Context: an optimization exercise on an open-source flow, tuned for small area, a short achievable clock period and few clock cycles per item. The choices shown serve that exercise and are no tape-out recipe. Power figures rest on the tool's default switching activity, not on a simulated workload.

P:
## fx_arith_top
module fx_arith_top (
  input  logic             clk,
  input  logic             rst_n,
  input  logic             in_valid,
  output logic             in_ready,
  input  fx_pkg::fx_word_t num_a,     
  input  fx_pkg::fx_word_t num_b,     
  input  logic             op_mul,
  output logic             out_valid,
  input  logic             out_ready,
  output fx_pkg::fx_word_t result,
  output logic             overflow,
  output logic             precision_lost
);
  logic bo0;
  logic bt0;
  logic seln0_0;
  logic pp0_0;
  logic seln0_1;
  logic pp0_1;
  logic seln0_2;
  logic pp0_2;
  logic seln0_3;
  logic pp0_3;
  logic seln0_4;
  logic pp0_4;
  logic seln0_5;
  logic pp0_5;
  logic seln0_6;
  logic pp0_6;
  logic seln0_7;
  logic pp0_7;
  logic seln0_8;
  logic pp0_8;
  logic seln0_9;
  logic pp0_9;
  logic seln0_10;
  logic pp0_10;
  logic seln0_11;
  logic pp0_11;
  logic seln0_12;
  logic pp0_12;
  logic seln0_13;
  logic pp0_13;
  logic seln0_14;
  logic pp0_14;
  logic seln0_15;
  logic pp0_15;
  logic seln0_16;
  logic pp0_16;
  logic bo1;
  logic bt1;
  logic seln1_0;
  logic pp1_0;
  logic seln1_1;
  logic pp1_1;
  logic seln1_2;
  logic pp1_2;
  logic seln1_3;
  logic pp1_3;
  logic seln1_4;
  logic pp1_4;
  logic seln1_5;
  logic pp1_5;
  logic seln1_6;
  logic pp1_6;
  logic seln1_7;
  logic pp1_7;
  logic seln1_8;
  logic pp1_8;
  logic seln1_9;
  logic pp1_9;
  logic seln1_10;
  logic pp1_10;
  logic seln1_11;
  logic pp1_11;
  ...
Size in the first run: about 870 cells after synthesis, roughly 37 flip-flops, about 57 I/O pins.
==> flow/config.mk <==
export PLATFORM = sky130hd
export DESIGN_NAME = fx_arith_top
export DESIGN_NICKNAME = fx_arith_top
export VERILOG_FILES = /design/flow/design.v
export SDC_FILE = /design/flow/constraint.sdc
export NUM_CORES = 4
export LEC_CHECK = 0
export ABC_AREA = 1
export CAP_MARGIN = 20
export CORE_MARGIN = 2
export CORE_UTILIZATION = 40
export SLEW_MARGIN = 20
==> flow/constraint.sdc <==
create_clock -name core_clock -period 5.5 [get_ports {clk}]
set_input_delay 1.1000 -clock core_clock [delete_from_list [all_inputs] [get_ports {clk}]]
set_output_delay 1.1000 -clock core_clock [all_outputs]
set_load 0.01 [all_outputs]
standard.sh (not shown) runs the stock make flow with config.mk's settings and CLKGATE_MAP_FILE= SYNTH_SCRIPT=/design/flow/synth_recipe.tcl, a recipe that flattens the netlist after the stock synthesis.
==> flow/flow/run.sh <==
#!/bin/bash
# Own layout flow: the standard flow, with the design's one-gate modules
# (full and half adders, Booth select gates) given as the cells they stand
# for. Everything else, registers included, goes through the standard
# synthesis unchanged. Ports are buffered with plain buffers rather than
# delay cells, and the resizer may change a cell's footprint.
set -euo pipefail
work=$(pwd)
python3 flow/subst.py design.v flow/cells.v > design_cells.v 2> subst.log
bash standard.sh VERILOG_FILES="$work/design_cells.v" \
  BUFFER_PORTS_ARGS="-buffer_cell sky130_fd_sc_hd__buf_1" \
  MATCH_CELL_FOOTPRINT=0 finish > standard.log 2>&1
==> flow/flow/cells.v <==
// Cell-level bodies for the design's one-gate modules. flow/run.sh puts
// these in place of the RTL bodies before synthesis, so that each module
// becomes exactly the cell named here; the function is the same.
module fx_fa (input a, input b, input c, output s, output co);
  sky130_fd_sc_hd__fa_1 u (.A(a), .B(b), .CIN(c), .SUM(s), .COUT(co));
endmodule

module fx_ha (input a, input b, output s, output co);
  sky130_fd_sc_hd__ha_1 u (.A(a), .B(b), .SUM(s), .COUT(co));
endmodule

module fx_hai (input a, input b, output s, output co);
  sky130_fd_sc_hd__xnor2_1 us (.A(a), .B(b), .Y(s));
  sky130_fd_sc_hd__or2_1 uc (.A(a), .B(b), .X(co));
endmodule

module fx_aoi22 (input a, input b, input c, input d, output y);
  sky130_fd_sc_hd__a22oi_1 u (.A1(a), .A2(b), .B1(c), .B2(d), .Y(y));
endmodule

module fx_xor2 (input a, input b, output y);
  sky130_fd_sc_hd__xor2_1 u (.A(a), .B(b), .X(y));
endmodule

module fx_xnor2 (input a, input b, output y);
  sky130_fd_sc_hd__xnor2_1 u (.A(a), .B(b), .Y(y));
endmodule

module fx_nand2 (input a, input b, output y);
  sky130_fd_sc_hd__nand2_1 u (.A(a), .B(b), .Y(y));
endmodule

module fx_mux2i (input a0, input a1, input s, output y);
  sky130_fd_sc_hd__mux2i_1 u (.A0(a0), .A1(a1), .S(s), .Y(y));
endmodule
==> flow/flow/subst.py <==
#!/usr/bin/env python3
"""subst.py DESIGN CELLS: DESIGN with every module that CELLS defines taken
out, and CELLS appended, on stdout."""
import re
import sys

design = open(sys.argv[1]).read()
cells = open(sys.argv[2]).read()
names = re.findall(r'^\s*module\s+(\w+)', cells, re.M)
for n in names:
    pat = re.compile(r'^\s*module\s+' + n + r'\b.*?^\s*endmodule\b[^\n]*\n?', re.M | re.S)
    design, k = pat.subn('', design)
    print(f'{n}: replaced {k}', file=sys.stderr)
sys.stdout.write(design + '\n' + cells)
### P -> Q
# P
export LEC_CHECK = 0
export ABC_AREA = 1
export CAP_MARGIN = 20
export CORE_MARGIN = 2
export CORE_UTILIZATION = 40
export SLEW_MARGIN = 20
create_clock -name core_clock -period 5.5 [get_ports {clk}]
# Q
export LEC_CHECK = 0
export ABC_AREA = 1
export CAP_MARGIN = 20
export CORE_MARGIN = 2
export CORE_UTILIZATION = 40
export GPL_TIMING_DRIVEN = 0
export SETUP_SLACK_MARGIN = 0.6
export SLEW_MARGIN = 20
create_clock -name core_clock -period 5.5 [get_ports {clk}]
- From Q to P, final antenna-violating net count did not move at all.
- Summary: time the final worst path needs with I/O delays and setup, Q better than P
- Q vs. P: wire length of the first global-routing pass rose about 0.5%; final design utilization shows an increase of 2.0 points; layout buffering overhead excluding clock cells grew by 2.0 points.
The following lists how R was set up differently from Q:
# Q
export LEC_CHECK = 0
export ABC_AREA = 1
export CAP_MARGIN = 20
export CORE_MARGIN = 2
export CORE_UTILIZATION = 40
export GPL_TIMING_DRIVEN = 0
export SETUP_SLACK_MARGIN = 0.6
export SLEW_MARGIN = 20
create_clock -name core_clock -period 5.5 [get_ports {clk}]
# R
export LEC_CHECK = 0
export ABC_AREA = 1
export CAP_MARGIN = 20
export CORE_MARGIN = 2
export CORE_UTILIZATION = 40
export SETUP_SLACK_MARGIN = 1.4
export SLEW_MARGIN = 20
create_clock -name core_clock -period 5.5 [get_ports {clk}]
Going from Q to R, the number of nets in the finished design was found to have gone up by 53. Compared with Q, in R maximum clock frequency higher, area growth from synthesis to final layout went up, number of non-filler instances in the completed layout +53. R vs. Q: number of gates resized after CTS went up by 140%. Between R and Q, peak fanout along the critical path is higher for Q, R comes in under that. As far as number of enable-type register cells in the synthesized netlist goes, R and Q are indistinguishable; the numbers are identical. On clock power: between R and Q, it ends up lower for Q.
Setup changes, R to S
# R
export LEC_CHECK = 0
export ABC_AREA = 1
export CAP_MARGIN = 20
export CORE_MARGIN = 2
export CORE_UTILIZATION = 40
export SETUP_SLACK_MARGIN = 1.4
export SLEW_MARGIN = 20
create_clock -name core_clock -period 5.5 [get_ports {clk}]
# S
export LEC_CHECK = 0
export ABC_AREA = 1
export CAP_MARGIN = 20
export CORE_MARGIN = 2
export CORE_UTILIZATION = 40
export SETUP_SLACK_MARGIN = 0.6
export SLEW_MARGIN = 20
create_clock -name core_clock -period 5.5 [get_ports {clk}]
==> notes.md <==
Worst setup slack before clock tree synthesis, S and R: lower on R
Compared with R, in S part of the total power dissipated in the clock network rose by 1.5 points, shortest clock period the worst path allows after layout rose by 0.26 ns, overall routing resource usage fell by 1.8 points.
Re sequential portion of the cell area: R was lower than S.
S vs R: count of TritonRoute iterations in the first routing pass up in S
Power was higher in the run labelled R.
As far as multi-input logic cell count is concerned, R and S perform about the same.
Lower area growth from synthesis to layout goes to S over R.
Worst slew slack as a fraction of its limit was lower in S than in R.
--- input diff S..T ---
# S
export LEC_CHECK = 0
export ABC_AREA = 1
export CAP_MARGIN = 20
export CORE_MARGIN = 2
export CORE_UTILIZATION = 40
export SETUP_SLACK_MARGIN = 0.6
export SLEW_MARGIN = 20
create_clock -name core_clock -period 5.5 [get_ports {clk}]
# T
export LEC_CHECK = 0
export ABC_AREA = 1
export CAP_MARGIN = 20
export CORE_MARGIN = 2
export CORE_UTILIZATION = 40
export GPL_TIMING_DRIVEN = 0
export SETUP_SLACK_MARGIN = 0.8
export SLEW_MARGIN = 20
create_clock -name core_clock -period 5.5 [get_ports {clk}]
Notes after the runs:
On count of buffers not belonging to the clock network in the layout, the lower figure sits with T, not S.
Status: number of nets in the layout parity (S, T)
T against S; number of violations reported at the end of detailed-routing iteration 0 is up by a few percent.
Changes observed in T relative to S: area added between synthesis and finish has increased, fmax ~0 delta, post-route cell area has increased, sequential share of layout area fell 0.55 points.
Looking at worst path buffer plus inverter count, T sits 2 higher than S does.
T — number of buffers inserted to repair setup after CTS 34 higher, S as reference
Relative to S, part of the total power dissipated in the clock network decreased by 0.2 points in T.
No run of this note included a check of the RTL's function; only the layout flow was run.

[afterwards: timing with drivers on the ports]
In the flow no input, the clock included, has a driving cell. The finished layouts below were timed again as built, in two steps.
Step 1: set_driving_cell puts a clkbuf_16 on clk and a buf_2 on each other input, an assumption about the parent block.
Step 2 also shifts input and output timing later by t, the mid clock arrival at the registers, as if the neighbouring blocks saw the same clock.
a / b / c = ideal ports / drivers / drivers and shift; a / b = the first two.
| run | t (ns) | slack for setup (ns) | latest minus earliest clock arrival (ns) | worst data-port slew with drivers (ns) |
|---|---|---|---|---|
| P | 0.322 | 0.572 / 0.584 / 0.262 | 0.008 / 0.009 | 0.04 |
| Q | 0.307 | 0.673 / 0.620 / 0.312 | 0.005 / 0.005 | 0.08 |
| R | 0.324 | 1.103 / 1.083 / 0.759 | 0.008 / 0.008 | 0.06 |
| S | 0.315 | 0.846 / 0.850 / 0.535 | 0.006 / 0.006 | 0.04 |
| T | 0.315 | 0.851 / 0.757 / 0.443 | 0.007 / 0.007 | 0.20 |
After both steps every run listed still meets setup and hold. For T, which loses most, drivers alone change the setup slack by -0.094 ns; drivers and shift together by -0.408 ns.
